What follows belongs to an exercise in optimizing a design on an open flow for small area and a short achievable clock period; a production flow would make more cautious choices.
Only simulation tests tie the RTL to the original design; equivalence was not proved.
Power figures rest on the tool's default switching activity, not on a simulated workload.

==> flow/design.v <==
module dma_fifo_hold (
  input  logic en,
  input  logic en_n,
  input  logic d,
  input  logic q,
  output logic y
);
  assign y = (en & d) | (en_n & q);
endmodule
module dma_fifo_aoi222 (
  input  logic a1, a2, b1, b2, c1, c2,
  output logic y
);
  assign y = ~((a1 & a2) | (b1 & b2) | (c1 & c2));
endmodule
module dma_fifo_nand2 (
  input  logic a, b,
  output logic y
);
  assign y = ~(a & b);
endmodule
module dma_fifo_nor2 (
  input  logic a, b,
  output logic y
);
  assign y = ~(a | b);
endmodule
module dma_fifo_nand3 (
  input  logic a, b, c,
  output logic y
);
  assign y = ~(a & b & c);
endmodule
module dma_fifo_nor3 (
  input  logic a, b, c,
  output logic y
);
  assign y = ~(a | b | c);
endmodule
module dma_fifo #(
  parameter int DATA_WIDTH = 32,
  parameter int DEPTH      = 64
) (
  input  logic                    clk,
  input  logic                    rst,
  input  logic                    flush,
  input  logic                    fifo_wen,
  input  logic [DATA_WIDTH-1:0]   fifo_wdata,
  input  logic                    fifo_rden,
  output logic [DATA_WIDTH-1:0]   fifo_rdata,
  output logic                    fifo_is_empty,
  output logic                    fifo_is_full,
  output logic [$clog2(DEPTH):0]  fifo_count,
  output logic                    ovf,
  output logic                    udf
);
  localparam int NGRP = 21;
  logic [DEPTH-1:0][DATA_WIDTH-1:0] mem_q, mem_d;
  logic [3:0]            wp0_q, wp1_q, wp2_q;
  logic [DEPTH-1:0]      rsel_q;
  logic [6:0]            count_q;
  logic                  empty_q, full_q, ovf_q, udf_q;
  logic [1:0][DATA_WIDTH-1:0] rdh_q;
  logic                  wr_acc, rd_acc, clr, wr_mem;
  logic [DEPTH-1:0]      wen, wen_n, rsel;
  logic [NGRP:0][DATA_WIDTH-1:0] grp_n;    
  logic [10:0][DATA_WIDTH-1:0]   l2;
  logic [4:0][DATA_WIDTH-1:0]    l3_n;
  logic [1:0][DATA_WIDTH-1:0]    l4;
  assign clr    = rst | flush;
  assign wr_acc = fifo_wen  & ~full_q  & ~flush;
  assign rd_acc = fifo_rden & ~empty_q & ~flush;
  assign wr_mem = fifo_wen & ~full_q;
  assign rsel = rsel_q;
  for (genvar i = 0; i < DEPTH; i++) begin : g_sel
    assign wen[i]   = wr_mem & wp0_q[i % 4] & wp1_q[(i / 4) % 4] & wp2_q[i / 16];
    assign wen_n[i] = ~wen[i];
  end
  for (genvar i = 0; i < DEPTH; i++) begin : g_row
    for (genvar j = 0; j < DATA_WIDTH; j++) begin : g_bit
      dma_fifo_hold u_hold (
        .en(wen[i]), .en_n(wen_n[i]), .d(fifo_wdata[j]), .q(mem_q[i][j]), .y(mem_d[i][j])
      );
    end
  end
  always_ff @(posedge clk) mem_q <= mem_d;
  for (genvar j = 0; j < DATA_WIDTH; j++) begin : g_rd
    for (genvar k = 0; k < NGRP; k++) begin : g_grp
      dma_fifo_aoi222 u_aoi (
        .a1(mem_q[3*k][j]),   .a2(rsel[3*k]),
        .b1(mem_q[3*k+1][j]), .b2(rsel[3*k+1]),
        .c1(mem_q[3*k+2][j]), .c2(rsel[3*k+2]),
        .y(grp_n[k][j])
      );
    end
    assign grp_n[NGRP][j] = ~(mem_q[DEPTH-1][j] & rsel[DEPTH-1]);
    for (genvar k = 0; k < 11; k++) begin : g_l2
      dma_fifo_nand2 u_l2 (.a(grp_n[2*k][j]), .b(grp_n[2*k+1][j]), .y(l2[k][j]));
    end
    for (genvar k = 0; k < 4; k++) begin : g_l3
      dma_fifo_nor2 u_l3 (.a(l2[2*k][j]), .b(l2[2*k+1][j]), .y(l3_n[k][j]));
    end
    dma_fifo_nor3 u_l3_last (.a(l2[8][j]), .b(l2[9][j]), .c(l2[10][j]), .y(l3_n[4][j]));
    dma_fifo_nand3 u_l4_0 (.a(l3_n[0][j]), .b(l3_n[1][j]), .c(l3_n[2][j]), .y(l4[0][j]));
    dma_fifo_nand2 u_l4_1 (.a(l3_n[3][j]), .b(l3_n[4][j]), .y(l4[1][j]));
  end
  always_ff @(posedge clk) begin
    if (clr) begin
      wp0_q   <= 4'b0001;
      wp1_q   <= 4'b0001;
      wp2_q   <= 4'b0001;
      rsel_q  <= {{(DEPTH-1){1'b0}}, 1'b1};
      count_q <= '0;
      empty_q <= 1'b1;
      full_q  <= 1'b0;
      ovf_q   <= 1'b0;
      udf_q   <= 1'b0;
    end else begin
      if (wr_acc) begin
        wp0_q <= {wp0_q[2:0], wp0_q[3]};
        if (wp0_q[3]) begin
          wp1_q <= {wp1_q[2:0], wp1_q[3]};
          if (wp1_q[3]) wp2_q <= {wp2_q[2:0], wp2_q[3]};
        end
      end
      if (rd_acc) rsel_q <= {rsel_q[DEPTH-2:0], rsel_q[DEPTH-1]};
      if (wr_acc & ~rd_acc) count_q <= count_q + 1'b1;
      else if (rd_acc & ~wr_acc) count_q <= count_q - 1'b1;
      empty_q <= ~wr_acc & (empty_q | (rd_acc & (count_q == 7'd1)));
      full_q  <= ~rd_acc & (full_q  | (wr_acc & (count_q == 7'd63)));
      ovf_q   <= ovf_q | (fifo_wen  & full_q);
      udf_q   <= udf_q | (fifo_rden & empty_q);
    end
  end
  always_ff @(posedge clk) begin
    if (rst)         rdh_q <= '1;
    else if (rd_acc) rdh_q <= ~l4;
  end
  assign fifo_rdata    = ~(rdh_q[0] & rdh_q[1]);
  assign fifo_is_empty = empty_q;
  assign fifo_is_full  = full_q;
  assign fifo_count    = count_q;
  assign ovf           = ovf_q;
  assign udf           = udf_q;
endmodule
clock: 4.0 ns
lec_check: 0
cap_margin: 20
core_margin: 2
core_utilization: 50
cts_cluster_diameter: 100
cts_cluster_size: 25
setup_slack_margin: 2.0
slew_margin: 20
synth_hierarchical: 1
synth_minimum_keep_size: 0
run.sh (not shown) runs the stock make flow with config.mk's settings and CLKGATE_MAP_FILE= SYNTH_SCRIPT=/design/flow/synth_recipe.tcl, a recipe that flattens the netlist after the stock synthesis.
Change:
--- a/flow/design.v
+++ b/flow/design.v
@@ -134,8 +134,8 @@
   end
   always_ff @(posedge clk) begin
-    if (rst)         rdh_q <= '1;
-    else if (rd_acc) rdh_q <= ~l4;
+    if (rst)         rdh_q <= '0;
+    else if (rd_acc) rdh_q <= l4;
   end
-  assign fifo_rdata    = ~(rdh_q[0] & rdh_q[1]);
+  assign fifo_rdata    = rdh_q[0] | rdh_q[1];
   assign fifo_is_empty = empty_q;
   assign fifo_is_full  = full_q;
The new run produced a clean layout.
Non-clock buffer count climbs by 154.
Routed wire length grows by a few percent.
Sequential power barely changes.
Area after synthesis is about the same.
Total power hardly moves.
Utilization went up by 1.6 points.
Worst hold slack gets worse by 0.021 ns.
Clock skew grows by 0.018 ns.
Synthesized cell count rises slightly.
Global-route usage rises by 1.3 points.
Die area barely changes.


amber:
RTL: the design.v shown in full above, as it stands there.
export LEC_CHECK = 0
export CAP_MARGIN = 20
export CORE_MARGIN = 2
export CORE_UTILIZATION = 50
export CTS_CLUSTER_DIAMETER = 100
export CTS_CLUSTER_SIZE = 25
export SETUP_SLACK_MARGIN = 1.75
export SLEW_MARGIN = 20
export SYNTH_HIERARCHICAL = 1
export SYNTH_MINIMUM_KEEP_SIZE = 0
create_clock -name core_clock -period 4.0 [get_ports {clk}]
amber: flow completed, timing, DRC and antenna clean
Input-level comparison between xenon and amber:
--- a/flow/design.v
+++ b/flow/design.v
@@ -131,14 +131,14 @@
       ovf_q   <= ovf_q | (fifo_wen  & full_q);
       udf_q   <= udf_q | (fifo_rden & empty_q);
     end
   end
   always_ff @(posedge clk) begin
-    if (rst)         rdh_q <= '1;
-    else if (rd_acc) rdh_q <= ~l4;
+    if (rst)         rdh_q <= '0;
+    else if (rd_acc) rdh_q <= l4;
   end
-  assign fifo_rdata    = ~(rdh_q[0] & rdh_q[1]);
+  assign fifo_rdata    = rdh_q[0] | rdh_q[1];
   assign fifo_is_empty = empty_q;
   assign fifo_is_full  = full_q;
   assign fifo_count    = count_q;
   assign ovf           = ovf_q;
   assign udf           = udf_q;
==> comparison <==
- On sequential power, xenon tracks amber almost exactly.
- As of xenon, internal portion of total power had fallen slightly compared to amber.
- [xenon] final critical-path required period fell 0.038 ns relative to amber
- The hold slack of xenon was inferior to that of amber.
- amber reports its critical path start-end classification as flop to flop while xenon reports flop to output port.
- Of xenon and amber, the lower critical path depth belongs to xenon.
- The die area on amber is in line with that on xenon.
- Diff amber -> xenon: sequential share of layout area has increased; design area decreased about 1.2%.

-- afterwards: timing with drivers on the ports --
The flow's constraints put no driver on any port. The routed layouts listed below were extracted and timed again, unchanged, in two steps. Step 1 (the two cells are an assumption about what drives the block):
set clk [get_ports {clk}]
set_driving_cell -lib_cell sky130_fd_sc_hd__clkbuf_16 $clk
set_driving_cell -lib_cell sky130_fd_sc_hd__buf_2 [delete_from_list [all_inputs] $clk]
Step 2 moves the port delays by t, midway between the first and last clock arrival at a register: inputs arrive t later, outputs are due t later. That takes back most of the time a late clock gives input paths. Slacks: no drivers / after step 1 / after step 2; pairs: no drivers / after step 1.
run	t (ns)	slack for setup (ns)	worst setup path after step 2	cell pins on the clock port's net
the first run of note 1	0.837	1.714 / 1.714 / 1.173	input to register	1
the second run of note 1	0.845	1.643 / 1.551 / 1.031	input to register	1
amber	0.825	1.646 / 1.579 / 0.754	input to register	1
xenon	0.823	1.684 / 1.606 / 1.005	input to register	1
After both steps every run listed still meets setup and hold. For amber, which loses most, drivers alone change the setup slack by -0.067 ns; drivers and shift together by -0.892 ns.
